From an optimization exercise on the open Yosys and OpenROAD flow, aimed at small area, a short achievable clock period and few clock cycles; shortcuts taken in it are not production practice.
The RTL was checked by simulation tests, not by an equivalence proof against the original design.
Power figures rest on the tool's default switching activity, not on a simulated workload.

**design/flow/run.sh**
```bash
#!/bin/bash
# synth_recipe.tcl (not shown) runs the flow's synth.tcl, then flattens the netlist and writes it again
# the make line also repeats each setting of config.mk as NAME=value (left out here)
make -C /OpenROAD-flow-scripts/flow DESIGN_CONFIG=/design/flow/config.mk WORK_HOME=/design/flow/orfs CLKGATE_MAP_FILE= SYNTH_SCRIPT=/design/flow/synth_recipe.tcl finish
```
**design/flow/config.mk**
```make
export PLATFORM = sky130hd
export DESIGN_NAME = mips_pipeline
export DESIGN_NICKNAME = mips_pipeline
export VERILOG_FILES = /design/flow/design.v
export SDC_FILE = /design/flow/constraint.sdc
export NUM_CORES = 4
export LEC_CHECK = 0
export CAP_MARGIN = 20
export CORE_MARGIN = 2
export CORE_UTILIZATION = 40
export SLEW_MARGIN = 20
```
**design/flow/constraint.sdc**
```tcl
create_clock -name core_clock -period 7.0 [get_ports {i_clock}]
set_input_delay 1.4000 -clock core_clock [delete_from_list [all_inputs] [get_ports {i_clock}]]
set_output_delay 1.4000 -clock core_clock [all_outputs]
set_load 0.01 [all_outputs]
```
**design/flow/design.v**
```verilog
`default_nettype none
package mips_pkg;
    localparam int DATA_W     = 32;
    localparam int REG_ADDR_W = 5;
    localparam logic [3:0] C_NOP  = 4'd0;
    localparam logic [3:0] C_R    = 4'd1;
    localparam logic [3:0] C_ADDI = 4'd2;
    localparam logic [3:0] C_ANDI = 4'd3;
    localparam logic [3:0] C_ORI  = 4'd4;
    localparam logic [3:0] C_LUI  = 4'd5;
    localparam logic [3:0] C_LW   = 4'd6;
    localparam logic [3:0] C_SW   = 4'd7;
    localparam logic [3:0] C_HALT = 4'd8;
endpackage
`default_nettype wire
`timescale 1ns/1ns
`default_nettype none
import mips_pkg::*;
module mips_pipeline
#(
    parameter int IMEM_BYTES = 256,
    parameter int DMEM_WORDS = 32
) (
    input  logic                          i_clock,
    input  logic                          i_rst,
    input  logic                          i_pipeline_enable,
    input  logic                          i_imem_write_en,
    input  logic [$clog2(IMEM_BYTES)-1:0] i_imem_addr,
    input  logic [7:0]                    i_imem_data,
    input  logic [REG_ADDR_W-1:0]         i_reg_addr,
    input  logic [$clog2(DMEM_WORDS)-1:0] i_mem_addr,
    output logic [DATA_W-1:0]             o_reg_data,
    output logic [DATA_W-1:0]             o_mem_data,
    output logic [DATA_W-1:0]             o_pc,
    output logic                          o_halt
);
    localparam int IW = 30;                        
    localparam int NW = IMEM_BYTES / 4;
    logic [IW-1:0] imem [NW];
    function automatic logic [3:0] op_class(input logic [5:0] op);
        case (op)
            6'h00:   op_class = C_R;
            6'h08:   op_class = C_ADDI;
            6'h0C:   op_class = C_ANDI;
            6'h0D:   op_class = C_ORI;
            6'h0F:   op_class = C_LUI;
            6'h23:   op_class = C_LW;
            6'h2B:   op_class = C_SW;
            6'h3F:   op_class = C_HALT;
            default: op_class = C_NOP;
        endcase
    endfunction
    logic [7:0] wbyte;                             
    assign wbyte = (i_imem_addr[1:0] == 2'd0) ? {op_class(i_imem_data[7:2]), 2'b00, i_imem_data[1:0]} : i_imem_data;
    always_ff @(posedge i_clock) begin
        if (i_imem_write_en) begin
            case (i_imem_addr[1:0])
                2'd0: imem[i_imem_addr[7:2]][29:24] <= {wbyte[7:4], wbyte[1:0]};
                2'd1: imem[i_imem_addr[7:2]][23:16] <= wbyte;
                2'd2: imem[i_imem_addr[7:2]][15:8]  <= wbyte;
                default: imem[i_imem_addr[7:2]][7:0] <= wbyte;
            endcase
        end
    end
    typedef struct packed {
        logic [4:0]  rs;
        logic [4:0]  rt;
        logic [15:0] imm;
        logic [4:0]  dest;
        logic        wr;         
        logic        use_imm;
        logic        sext;
        logic        s_add;
        logic        s_sub;      
        logic        s_and;
        logic        s_or;
        logic        s_xor;
        logic        s_slt;
        logic        s_lui;
        logic        s_lw;
        logic        sw;
        logic        halt;
    } dec_t;
    function automatic dec_t decode(input logic [IW-1:0] w);
        dec_t d;
        logic [3:0] c;
        logic [5:0] fn;
        logic       rv;
        c  = w[29:26];
        fn = w[5:0];
        d = '0;
        d.rs  = w[25:21];
        d.rt  = w[20:16];
        d.imm = w[15:0];
        d.dest = (c == C_R) ? w[15:11] : w[20:16];
        rv = 1'b0;
        case (c)
            C_R: begin
                case (fn)
                    6'h21: begin d.s_add = 1'b1; rv = 1'b1; end
                    6'h23: begin d.s_add = 1'b1; d.s_sub = 1'b1; rv = 1'b1; end
                    6'h24: begin d.s_and = 1'b1; rv = 1'b1; end
                    6'h25: begin d.s_or  = 1'b1; rv = 1'b1; end
                    6'h26: begin d.s_xor = 1'b1; rv = 1'b1; end
                    6'h2A: begin d.s_slt = 1'b1; d.s_sub = 1'b1; rv = 1'b1; end
                    default: rv = 1'b0;
                endcase
            end
            C_ADDI: begin d.s_add = 1'b1; d.use_imm = 1'b1; d.sext = 1'b1; rv = 1'b1; end
            C_ANDI: begin d.s_and = 1'b1; d.use_imm = 1'b1; rv = 1'b1; end
            C_ORI:  begin d.s_or  = 1'b1; d.use_imm = 1'b1; rv = 1'b1; end
            C_LUI:  begin d.s_lui = 1'b1; rv = 1'b1; end
            C_LW:   begin d.s_lw  = 1'b1; rv = 1'b1; end
            C_SW:   d.sw = 1'b1;
            C_HALT: d.halt = 1'b1;
            default: ;
        endcase
        d.wr = rv && (d.dest != 5'd0);
        decode = d;
    endfunction
    logic [5:0]  p_q;           
    logic [5:0]  pn_q;          
    logic        halt_q;
    dec_t        ir_q;          
    logic [31:0] a_q, b_q;      
    logic [31:0] regs [1:31];
    logic [31:1] rvalid_q;      
    logic [31:0] dmem [DMEM_WORDS];
    logic run;
    assign run = i_pipeline_enable && !halt_q;
    logic [IW-1:0] w0;
    always_comb begin
        w0 = imem[0];
        if (i_imem_write_en && i_imem_addr[7:2] == 6'd0) begin
            case (i_imem_addr[1:0])
                2'd0: w0[29:24] = {wbyte[7:4], wbyte[1:0]};
                2'd1: w0[23:16] = wbyte;
                2'd2: w0[15:8]  = wbyte;
                default: w0[7:0] = wbyte;
            endcase
        end
    end
    dec_t nx;                   
    assign nx = decode(imem[pn_q]);
    logic [31:0] opb, addb, sum, res, ld;
    logic [6:0]  daddr;
    logic        lt;
    assign opb  = ir_q.use_imm ? {{16{ir_q.sext & ir_q.imm[15]}}, ir_q.imm} : b_q;
    assign addb = ir_q.s_sub ? ~opb : opb;
    assign sum  = a_q + addb + {31'd0, ir_q.s_sub};
    assign lt   = (a_q[31] ^ b_q[31]) ? a_q[31] : sum[31];
    assign daddr = a_q[6:0] + ir_q.imm[6:0];
    assign ld   = dmem[daddr[6:2]];
    assign res = ({32{ir_q.s_add}} & sum)
               | ({32{ir_q.s_and}} & (a_q & opb))
               | ({32{ir_q.s_or}}  & (a_q | opb))
               | ({32{ir_q.s_xor}} & (a_q ^ opb))
               | ({32{ir_q.s_slt}} & {31'd0, lt})
               | ({32{ir_q.s_lui}} & {ir_q.imm, 16'd0})
               | ({32{ir_q.s_lw}}  & ld);
    function automatic logic [31:0] rd_reg(input logic [4:0] ad);
        if (ad == 5'd0) rd_reg = '0;
        else rd_reg = rvalid_q[ad] ? regs[ad] : '0;
    endfunction
    logic [31:0] na, nb;
    assign na = (ir_q.wr && ir_q.dest == nx.rs) ? res : rd_reg(nx.rs);
    assign nb = (ir_q.wr && ir_q.dest == nx.rt) ? res : rd_reg(nx.rt);
    always_ff @(posedge i_clock) begin
        if (i_rst) begin
            p_q    <= 6'd0;
            pn_q   <= 6'd1;
            halt_q <= 1'b0;
            ir_q   <= decode(w0);
            a_q    <= '0;
            b_q    <= '0;
        end else if (run) begin
            if (ir_q.halt) begin
                halt_q <= 1'b1;                    
            end else begin
                p_q    <= pn_q;
                pn_q   <= pn_q + 6'd1;
                halt_q <= nx.halt;                 
                ir_q   <= nx;
                a_q    <= na;
                b_q    <= nb;
            end
        end else if (p_q == 6'd0 && !halt_q) begin
            ir_q <= decode(w0);                    
        end
    end
    always_ff @(posedge i_clock) begin
        if (i_rst) begin
            rvalid_q <= '0;
        end else if (run && ir_q.wr) begin
            rvalid_q[ir_q.dest] <= 1'b1;
        end
    end
    always_ff @(posedge i_clock) begin
        if (!i_rst && run && ir_q.wr) begin
            regs[ir_q.dest] <= res;
        end
    end
    always_ff @(posedge i_clock) begin
        if (!i_rst && run && ir_q.sw) begin
            dmem[daddr[6:2]] <= b_q;
        end
    end
    assign o_halt     = halt_q;
    assign o_pc       = {23'd0, {1'b0, p_q} + 7'd1, 2'b00};
    assign o_reg_data = rd_reg(i_reg_addr);
    assign o_mem_data = dmem[i_mem_addr];
endmodule
`default_nettype wire
```
==> results of run 1 <==
## kinds of logic after synthesis
family          after synthesis  synth area share (%)
fa+ha+maj                   122                 0.814
xor+xnor                     89                 0.414
other cells                   1               0.00199
compound gates             1376                  4.86
mux                        2001                  20.8
buf+inv                     962                  2.29
flops                      4084                  64.5
simple gates               2800                  6.33
## power by group
part	switching [mW]	total, mW	internal (mW)
sequential	0.384	29.1	28.7
clock	10.0	23.3	13.3
combinational	13.8	21.1	7.31
total	24.2	73.5	49.3
## placed cells by master, fill, tap and decap left out, types with 66 or more instances in the layout
cell             instances
o21ai_0                187
clkinv_1                81
o22ai_1                159
edfxtp_1              3970
clkbuf_16              429
nand2_1               1410
nor2_1                 540
a22oi_1                113
buf_4                  395
nand3_1                417
mux4_2                1502
a32oi_1                 92
clkinv_2                89
xnor2_1                 66
a31oi_1                 98
clkbuf_1                85
mux2i_1                426
inv_1                  109
buf_12                  78
nor3_1                  71
nand4_1                 77
a21oi_1                335
nor2_4                  72
dfxtp_1                108
clkdlybuf4s50_1         88
ha_1                   121
## routing by layer
metal	GRT usage, %	up-vias	routed length [um]	share of wire [%]
li1	-	46815	-	-
met1	35.3	61625	240000	37
met2	40.4	8361	292000	45
met4	13.5	23	39700	6.1
met5	0	-	180	0.028
met3	6.04	1741	72900	11
## metrics by stage
step | worst slack, ps | power, mW
3_3_place_gp | 215 | 50.0
3_5_place_dp | 507 | 50.3
2_1_floorplan | 1030 | 42.0
5_1_grt | 179 | 75.5
4_1_cts | 490 | 73.4
6_report | 297 | 73.5
## state kept, by name (all words and copies together), names as in the netlist, named ones only
signal / flops
dmem: 1024
ir_q: 34
imem: 1920
regs: 992
rvalid_q: 31
b_q: 32
pn_q: 6
a_q: 32
p_q: 6
halt_q: 1
## how the worst min path moves through the flow
stage	from	cells past startpoint	end
after floorplan	pn_q[5]$_SDFFE_PP0P_	2	p_q[5]$_SDFFE_PP0P_
after global placement	pn_q[5]$_SDFFE_PP0P_	2	p_q[5]$_SDFFE_PP0P_
after detailed placement	pn_q[5]$_SDFFE_PP0P_	2	p_q[5]$_SDFFE_PP0P_
after CTS	pn_q[5]$_SDFFE_PP0P_	2	p_q[5]$_SDFFE_PP0P_
after global routing	pn_q[5]$_SDFFE_PP0P_	2	p_q[5]$_SDFFE_PP0P_
final	pn_q[5]$_SDFFE_PP0P_	2	p_q[5]$_SDFFE_PP0P_
## worst reg2reg max path: cells and delay by family, from the launching register on
kind,cells,cell delay (ps)
mux,1,460
compound gates,5,1190
buf+inv,3,1590
simple gates,5,2590
flops,1,840
## layout make-up
type                       instances  area [um^2]
timing repair buffer             574         5590
antenna                           19         47.5
clock buffer                     521        11200
multi-input combinational       6413        63700
fill                           39667       257000
tap                             6223         7790
clock inverter                   275         3110
sequential                      4084       122000
inverter                         119          469
==> summary.txt, run 1 <==
CTS
  • Clock transition at the registers of the reported paths: 60 ps
  • Clock Path Buffers: 4
  • # Post-CTS Setup Buffers: 0
  • H-Tree Depth: 5
  • Root Driver: clkbuf_16
  • Clock latency on the worst-skew pair: 1050 ps
  • # clock sinks: 4,084
  • Inserted Clock Buffers: 428
  • CTS tree: done
  • Post-CTS Resized: 0
  • # hold bufs at CTS: 0

Die
  • DIE WIDTH: 690 um
  • Row count: 252
  • I/O Pins: 127
  • Initial Util: 40.1%
  • Die height: 690 um
  • Core area: 0.470 mm^2
  • Die Footprint: 0.477 mm^2

Outcome
  • Outcome: no timing/DRC/antenna violations

Placed design
  • Cell Area, Placed: 0.199 mm^2
  • Post-DP HPWL: 397,000 um
  • Final Wtd Congestion: 0.940
  • IO buf count: 101
  • # placed instances: 17,411

GRT
  • Initial antenna violation count: 41
  • Total grt overflow: 0
  • Total track usage: 26.3%
  • First-pass GRT wire length: 898,000 um
  • Vias in the first global route: 116,434
  • Largest net degree at the start of global routing: 194

Critical path
  • Worst path most repeated cell: buf_4
  • Worst setup path end: a_q[14]$_SDFFE_PP0P_
  • Worst-path fanout max: 40
  • Kind of critical path: reg -> reg
  • R2r endpoint: a_q[14]$_SDFFE_PP0P_
  • Crit-path max cell delay: 850 ps
  • Crit end category: register
  • R2R cell count: 14
  • Arr. time, crit path: 7670 ps
  • CP Cell Sequence: buf_12 -> buf_4 -> mux4_2 -> o22ai_1 -> o211ai_1 -> nand4_1 -> or2_2 -> nor2_4 -> buf_4 -> a22o_1 -> nor2_1 -> o21ai_0 -> nand3_1 -> a21oi_1
  • Largest delay share family, worst path: simple AND/OR/NAND/NOR gates
  • WP data required: 7970 ps
  • Reg2reg setup slack: 300 ps
  • Crit-path slowest cell: nand4_1
  • Crit path launch type: register
  • CP bufs+invs: 3
  • WP depth: 14

STA
  • Max transition margin: 15.2%
  • RSZ-0062 raised after global routing: no
  • Post-layout minimum cycle time: 6700 ps
  • Post-Route Setup TNS: 0 ps
  • Fin. max-slew vios: 0
  • Clk_skew: 77.5 ps
  • Slew @ Worst Pin: 1270 ps
  • Final Setup Violations: 0
  • Final hold viol count: 0
  • Fin crit share: 95.8%
  • Final Hold Slack: 467 ps
  • Achievable clock frequency: 0.149 GHz

Logic synthesis
  • Avg Inst Size Synth: 16.5 um^2
  • Synth area leaders: edfxtp_1 (63%), mux4_2 (18%), nand2_1 (2.8%), mux2i_1 (2.3%), nor2_1 (1.2%)
  • Register area share after synthesis: 64.5%
  • Synth top area share: 63.3%
  • Gate Count Post-Synth: 11,435
  • Cell variety after synth: 97
  • Post-synth ARST share: 0%
  • Number of synthesized flops with an enable pin: 3,970
  • Main synth FF type: edfxtp_1
  • Mapped Area: 0.188 mm^2
  • Most frequent cell after synthesis: edfxtp_1
  • Post-synth top area cell: edfxtp_1
  • Commonest cells in the netlist: edfxtp_1 (3,970), mux4_2 (1,502), nand2_1 (1,415)
  • Syn. warnings: 1
  • Synthesis-stage register bit count: 4,084

Power and ir drop
  • PwrDens: 345 mW/mm^2
  • LEAKAGE: 67.7 nW
  • Worst vdd ir: 0.420 mV

Finish
  • Nets: 11,772
  • Share of cells above drive strength 1: 23.8%
  • Util after Layout: 45.4%
  • Final instance area: 0.213 mm^2
  • Non-Filler Instances: 18,228
  • Layout area overhead: 13.2%

Routing
  • Antenna violation net count after detailed routing: 0
  • Final wirelength: 645,000 um
  • DRT iter0 DRCs: 18,629
  • Via/cell ratio: 6.50
  • Remaining DRCs: 0
  • Via Count: 118,565
  • 1st-pass router iterations: 12
  • WL per Instance: 35.4 um

Job
  • MaxCap Viol Count: 0

Hold path
  • Worst min path class: reg -> reg
Testbench counts, summed over its fixed seeds: cycles 17,848.
==> run 2: changes to the inputs <==
--- a/design/flow/config.mk
+++ b/design/flow/config.mk
@@ -8,4 +8,8 @@
 export CAP_MARGIN = 20
 export CORE_MARGIN = 2
 export CORE_UTILIZATION = 40
+export CTS_CLUSTER_DIAMETER = 100
+export CTS_CLUSTER_SIZE = 20
+export SETUP_SLACK_MARGIN = 2.5
 export SLEW_MARGIN = 20
+export TNS_END_PERCENT = 2
==> run 2 against run 1 <==
Against the previous run: still clean on timing, DRC and antenna; register-to-register slack better by 1400 ps; total power shrank 10%; design area down 1.4%; clock power down 39%; via count rose by 0.59%; non-clock buffer count is 206 higher; critical path type is now in -> out; critical endpoint is now o_reg_data[1]; largest cell class unchanged.
==> summary.txt, run 2 <==
Outcome
  • Outcome: no timing/DRC/antenna violations (unchanged)

Die
  • DIE WIDTH: 690 um (unchanged)
  • Core area: 0.470 mm^2 (unchanged)
  • I/O Pins: 127 (unchanged)
  • Die height: 690 um (unchanged)
  • Initial Util: 40.1% (unchanged)
  • Row count: 252 (unchanged)
  • Die Footprint: 0.477 mm^2 (unchanged)

Routing
  • Antenna violation net count after detailed routing: 0 (unchanged)
  • Remaining DRCs: 0 (unchanged)
  • Via Count: 119,267 (was 118,565)
  • Via/cell ratio: 6.64 (was 6.50)
  • Final wirelength: 659,000 um (was 645,000 um)
  • DRT iter0 DRCs: 20,163 (was 18,629)
  • 1st-pass router iterations: 9 (was 12)
  • WL per Instance: 36.7 um (was 35.4 um)

CTS
  • CTS tree: done (unchanged)
  • # hold bufs at CTS: 0 (unchanged)
  • H-Tree Depth: 4 (was 5)
  • Clock latency on the worst-skew pair: 1030 ps (was 1050 ps)
  • Root Driver: clkbuf_16 (unchanged)
  • Clock transition at the registers of the reported paths: 90 ps (was 60 ps)
  • Inserted Clock Buffers: 231 (was 428)
  • # clock sinks: 4,084 (unchanged)
  • Clock Path Buffers: 4 (unchanged)

STA
  • Post-Route Setup TNS: 0 ps (unchanged)
  • Fin. max-slew vios: 0 (unchanged)
  • Fin crit share: 75.3% (was 95.8%)
  • Achievable clock frequency: 0.190 GHz (was 0.149 GHz)
  • RSZ-0062 raised after global routing: yes (was no)
  • Final hold viol count: 0 (unchanged)
  • Post-layout minimum cycle time: 5270 ps (was 6700 ps)
  • Slew @ Worst Pin: 1190 ps (was 1270 ps)
  • Clk_skew: 106 ps (was 77.5 ps)
  • Final Hold Slack: 482 ps (was 467 ps)
  • Max transition margin: 20.0% (was 15.2%)
  • Final Setup Violations: 0 (unchanged)
  • Setup slack after layout: 1730 ps (was 297 ps)

Critical path
  • Reg2reg setup slack: 1740 ps (was 300 ps)
  • Critical path startpoint: i_reg_addr[0]
  • Crit-path max cell delay: 580 ps (was 850 ps)
  • Worst r2r src: ir_q[19]$_DFFE_PP_
  • Worst-path fanout max: 40 (unchanged)
  • R2R cell count: 12 (was 14)
  • Kind of critical path: in -> out (was reg -> reg)
  • R2r endpoint: regs[24][25]$_DFFE_PP_ (was a_q[14]$_SDFFE_PP0P_)
  • Crit end category: primary output (was register)
  • Crit-path slowest cell: a22oi_1 (was nand4_1)
  • Worst path most repeated cell: mux4_2 (was buf_4)
  • Crit path launch type: input pin (was register)
  • CP Cell Sequence: buf_16 -> bufbuf_16 -> mux4_2 -> mux4_2 -> a22oi_1 -> nor2_4 -> buf_6 (was buf_12 -> buf_4 -> mux4_2 -> o22ai_1 -> o211ai_1 -> nand4_1 -> or2_2 -> nor2_4 -> buf_4 -> a22o_1 -> nor2_1 -> o21ai_0 -> nand3_1 -> a21oi_1)
  • Arr. time, crit path: 3870 ps (was 7670 ps)
  • WP data required: 5600 ps (was 7970 ps)

Logic synthesis
  • Main synth FF type: edfxtp_1 (unchanged)
  • Gate Count Post-Synth: 11,435 (unchanged)
  • Commonest cells in the netlist: edfxtp_1 (3,970), mux4_2 (1,502), nand2_1 (1,415) (unchanged)
  • Avg Inst Size Synth: 16.5 um^2 (unchanged)
  • Number of synthesized flops with an enable pin: 3,970 (unchanged)
  • Syn. warnings: 1 (unchanged)
  • Post-synth top area cell: edfxtp_1 (unchanged)
  • Most frequent cell after synthesis: edfxtp_1 (unchanged)
  • Synthesis-stage register bit count: 4,084 (unchanged)
  • Synth area leaders: edfxtp_1 (63%), mux4_2 (18%), nand2_1 (2.8%), mux2i_1 (2.3%), nor2_1 (1.2%) (unchanged)
  • Register area share after synthesis: 64.5% (unchanged)
  • Post-synth ARST share: 0% (unchanged)
  • Synth top area share: 63.3% (unchanged)
  • Mapped Area: 0.188 mm^2 (unchanged)
  • Cell variety after synth: 97 (unchanged)

GRT
  • Total grt overflow: 0 (unchanged)
  • Initial antenna violation count: 29 (was 41)
  • Total track usage: 26.6% (was 26.3%)
  • Largest net degree at the start of global routing: 224 (was 194)
  • First-pass GRT wire length: 906,000 um (was 898,000 um)
  • Vias in the first global route: 116,261 (was 116,434)

Finish
  • Share of cells above drive strength 1: 24.5% (was 23.8%)
  • Most frequent cells in the layout: edfxtp_1 (3,970), mux4_2 (1,509), nand2_1 (1,403) (was edfxtp_1 (3,970), mux4_2 (1,502), nand2_1 (1,410))
  • Max reg flops: 1,920 (unchanged)
  • Nets: 11,784 (was 11,772)
  • Layout area overhead: 11.6% (was 13.2%)
  • Commonest non-fill, non-tap cell in the layout: edfxtp_1 (unchanged)
  • Final instance area: 0.210 mm^2 (was 0.213 mm^2)
  • Final-layout fill cell count: 39,949 (was 39,667)

Placed design
  • Cell Area, Placed: 0.199 mm^2 (about the same)
  • Post-Place Setup Slack: 343 ps (was 507 ps)
  • Post-DP HPWL: 390,000 um (was 397,000 um)
  • Final Wtd Congestion: 0.921 (was 0.940)
  • IO buf count: 101 (unchanged)

Power and ir drop
  • PwrDens: 314 mW/mm^2 (was 345 mW/mm^2)
  • LEAKAGE: 66.1 nW (was 67.7 nW)
  • Worst vdd ir: 0.463 mV (was 0.420 mV)

Hold path
  • Worst Hold Launch: pn_q[5]$_SDFFE_PP0P_ (unchanged)
  • Worst min path class: reg -> reg (unchanged)
  • Worst hold stages: 2 (unchanged)
  • Worst Hold Endpoint: p_q[5]$_SDFFE_PP0P_ (unchanged)

Job
  • MaxCap Viol Count: 0 (unchanged)
## run 2: cell counts after synthesis
Identical to the previous run, type by type.
## run 2: cell families after synthesis
| logic type | share of synthesized area (%) |
|---|---|
| flip-flops | 64.5 |
| AND/OR/NAND/NOR | 6.33 |
| multiplexers | 20.8 |
| AO/OA/AOI/OAI | 4.86 |
| buffers and inverters | 2.29 |
| adder cells (fa/ha/maj) | 0.814 |
| XOR/XNOR | 0.414 |
| other | 0.00199 |
## run 2: stage by stage
| step | cells | power, mW | util (%) |
|---|---|---|---|
| finish | 17970 | 66.0 | 44.7 |
| global placement | 17406 | 50.0 | 42.4 |
| floorplan | 11459 | 42.0 | - |
| global route | 17950 | 67.7 | 44.7 |
| detailed placement | 17407 | 50.3 | 42.4 |
| CTS | 17881 | 65.4 | 44.4 |
## run 2: area by class of cell
class	instances	area [um^2]	area share, %
antenna	25	62.6	0.0297
clock buffer	303	6150	2.92
clock inverter	20	245	0.117
inverter	119	499	0.237
multi-input combinational	6414	64700	30.7
sequential	4084	122000	57.8
tap	6223	7790	3.70
timing repair buffer	780	9430	4.48
timing repair inverter	2	16.3	0.00773
## run 2: worst max path at each step
stage / end / slack, ps
global route: o_reg_data[18] / 1670
CTS: o_reg_data[8] / 1680
finish: o_reg_data[1] / 1730
detailed placement: o_reg_data[15] / 340
global placement: o_reg_data[15] / 320
floorplan: b_q[4]$_SDFFE_PP0P_ / 1780
## run 2: timing repair
| action | 4_1_cts | 5_1_grt |
|---|---|---|
| setup buffers | 114 | 41 |
| endpoints found under the setup margin | 1761 | 1895 |
| gates cloned | 37 | 21 |
| pin swaps | 49 | 32 |
| gates resized for setup | 422 | 132 |
## run 2: power breakdown
part / internal (mW) / total (mW) / leakage (nW) / switching, mW
logic: 8.23 / 22.8 / 26.8 / 14.6
clock network: 6.20 / 14.3 / 3.10 / 8.07
registers: 28.7 / 29.0 / 36.2 / 0.342
total: 43.1 / 66.0 / 66.1 / 23.0
## run 2: metal layers
layer	vias to the layer above	GRT usage [%]	routed length (um)
li1	46535	-	-
met1	62307	35.6	241000
met2	8698	40.9	299000
met3	1703	6.42	79900
met4	24	13.1	39800
met5	-	0	229
## run 2: critical path: cells and delay by family
kind / cells / cell delay [ps]
and+or+nand+nor: 1 / 80
muxes: 2 / 1030
AOI/OAI and AO/OA: 1 / 580
buffers and inverters: 3 / 730

[what the ideal ports hide]
In the flow no input, the clock included, has a driving cell. The finished layouts below were timed again as built, in two steps. Step 1 assumes that a clkbuf_16 drives the clock port and a buf_2 every other input. Step 2 also shifts input and output timing later by t, the mid clock arrival at the registers, as if the neighbouring blocks saw the same clock. a / b / c = ideal / step 1 / step 2; a / b = the first two.
run | t (ns) | setup slack, ns | worst data-port slew with drivers (ns) | pins driven straight from the clock port
run 1 | 1.133 | 0.297 / 0.297 / 0.297 | 0.32 | 1
run 2 | 1.105 | 1.732 / 1.444 / 1.259 | 0.31 | 1
After both steps setup and hold are still met in every run listed. For run 2, which loses most, drivers alone change the setup slack by -0.288 ns; drivers and shift together by -0.473 ns.
